Source: an optimization exercise on an open RTL-to-GDS flow (aim: small area, a short achievable clock period and few clock cycles per item). Production flows keep margins and buffers that such runs may drop. In this exercise RTL edits were held to simulation tests only and were not proved equivalent to the original. Power and IR drop assume default switching activity.

## run A
// wallace_mult
module wallace_mult (
	input  logic                  clk,
	input  logic                  rst_n,
	input  logic                  in_valid,
	input  wallace_pkg::operand_t a,
	input  wallace_pkg::operand_t b,
	output logic                  in_credit,
	output logic                  out_valid,
	output wallace_pkg::product_t product,
	input  logic                  out_credit
);
make LEC_CHECK=0 ABC_AREA=1 CAP_MARGIN=20 CORE_MARGIN=2 CORE_UTILIZATION=40 CTS_CLUSTER_DIAMETER=80 CTS_CLUSTER_SIZE=30 PLACE_DENSITY=0.75 SETUP_SLACK_MARGIN=1.8 SLEW_MARGIN=20 finish   # period 4.0 ns
run.sh (not shown) runs the stock make flow with config.mk's settings and CLKGATE_MAP_FILE= SYNTH_SCRIPT=/design/flow/synth_recipe.tcl, a recipe that flattens the netlist after the stock synthesis.
Testbench counts of run A, summed over its fixed seeds: cycles 3,232, items 3,200.
Here is what was changed in the inputs of run B compared with run A.
Settings: PLACE_DENSITY no longer set, was 0.75; TNS_END_PERCENT now 20, previously not set.
- Run A → run B: count of placed standard cells in the final layout, fillers left out climbed 15; filler cell count in the final layout +about 1%; clock power share picked up an extra 2.1 points.
- The via count reported for run B is lower than the one for run A.
- Est. power | run B vs run A | run B higher
- Post-route fraction of the period consumed by the critical path, run A and run B: lower on run A
- Taking run A as the reference, in run B timing-limited maximum frequency shows a reduction of 2.5%, final area moved up, total routing resource utilization after global routing closely matched the old numbers, number of buffers other than clock buffers in the final layout up 15%.
- The fraction of area in multi-input gates of run B is lower than that of run A.
The inputs of run C differ from those of run B as listed below.
Settings: CTS_CLUSTER_DIAMETER no longer set, was 80; CTS_CLUSTER_SIZE no longer set, was 30; ABC_AREA no longer set, was 1; SETUP_SLACK_MARGIN now 2.0, was 1.8; TNS_END_PERCENT no longer set, was 20.
==> comparison <==
Cell at the slowest stage of the critical path: sky130_fd_sc_hd__clkdlybuf4s50_1 -> run B, sky130_fd_sc_hd__fa_1 -> run C. Setup WNS run B -> run C: better. Against run B as the reference, run C delivers a higher internal portion of total power. Looking at clock share of power, run C sits 3.1 points higher than run B does. Kind of critical path: reg -> reg -> run C, reg -> out -> run B. Proportion of layout cells with a drive suffix above 1, run B and run C, lower one = run B. On relative area change from synthesis to final layout, the lower figure sits with run B, not run C. Run C finished all stages; the layout is clean. Looking at the reports, run B completed the entire flow and the layout it produced met the timing, design-rule and antenna checks. Run C improves on run B in final critical path time including I/O delays and setup. Maximum ir drop on the vdd rail: run C > run B. | global-route total usage across every layer | run B vs run C | ≈ equal |. Peak fanout along the critical path was lower in the run labelled run C. Routed wire in run C totals more than in run B.
The following lists how run D was set up differently from run C:
Settings: putting ABC_AREA at 1 where nothing was set; swapping 2.0 for 1.8 in SETUP_SLACK_MARGIN.
[summary]
- Relative to run C, fraction of the mapped netlist area in adder cells decreased by 0.22 points in run D.
- Looking at total met2 wirelength after detailed routing, run D sits about 5.6% higher than run C does.
- | number of distinct library cells after synthesis | lower: run D |
- Fmax on run D is ahead of run C.
- Die height: run D vs run C up 0.80%
- Row sequential share of layout area: run D higher / run C lower
- In run D, the share of the final layout cell area in multi-input gates came out 2.2 points below the value in run C.
For run E, these inputs were changed with respect to run D:
Settings: removing ABC_AREA (formerly 1); setting CTS_CLUSTER_SIZE to 30 for the first time; setting CTS_CLUSTER_DIAMETER to 80 for the first time.
Results
The flow did not stop early for run E: all stages ran, and the layout cleared the timing, design-rule and antenna checks.
Run E vs. run D: fraction of met1 tracks used by global routing fell 0.99 points, layout clock buffer count shows a reduction of 51%, total leakage power fell by 6.3%.
Run E reports its main combinational cell family by area after synthesis as compound AO/OA/AOI/OAI gates while run D reports adder cells.
Inputs modified between run E and run F:
Settings: CTS_CLUSTER_DIAMETER removed (was 80); SETUP_SLACK_MARGIN changed from 1.8 to 1.6; CTS_CLUSTER_SIZE removed (was 30).
Findings:
[run F vs run E] total via count after detailed routing: lower in run F
Looking at highest routing layer actually used, the met4 result is from run F; the met5 one comes from run E.
Changes observed in run F relative to run E: final cell utilization of the core fell by 1.8 points; power attributed to combinational cells fell by 13%.
Changes observed in run F relative to run E: clock group share of total power went up by 6.0 points; number of clock buffer instances in the layout went up by about 100%.
Between run E and run F, the time the final worst path needs with I/O delays and setup is lower for run E.
In terms of part of the power in registers, run F and run E differ only marginally.

==> static timing again, ports no longer ideal <==
The flow's constraints put no driver on any port. The routed layouts listed below were extracted and timed again, unchanged, in two steps. Step 1: set_driving_cell puts a clkbuf_16 on clk and a buf_2 on each other input, an assumption about the parent block. Step 2 moves the port delays by t, midway between the first and last clock arrival at a register: inputs arrive t later, outputs are due t later. That takes back most of the time a late clock gives input paths. Three values: ideal ports, drivers, drivers and shift; two values: the first two.
run | shift t [ns] | setup slack, ns | latest minus earliest clock arrival (ns)
run A | 0.567 | 1.713 / 1.713 / 1.312 | 0.019 / 0.019
run B | 0.583 | 1.654 / 1.604 / 1.202 | 0.023 / 0.023
run C | 0.597 | 1.731 / 1.731 / 1.189 | 0.027 / 0.026
run D | 0.581 | 1.780 / 1.780 / 1.245 | 0.013 / 0.013
run E | 0.582 | 1.724 / 1.724 / 1.219 | 0.034 / 0.034
run F | 0.583 | 1.560 / 1.560 / 1.144 | 0.014 / 0.013
After both steps setup and hold are still met in every run listed. The setup slack of run C, which loses most, moves by 0.000 ns with the drivers and by -0.542 ns with both steps.
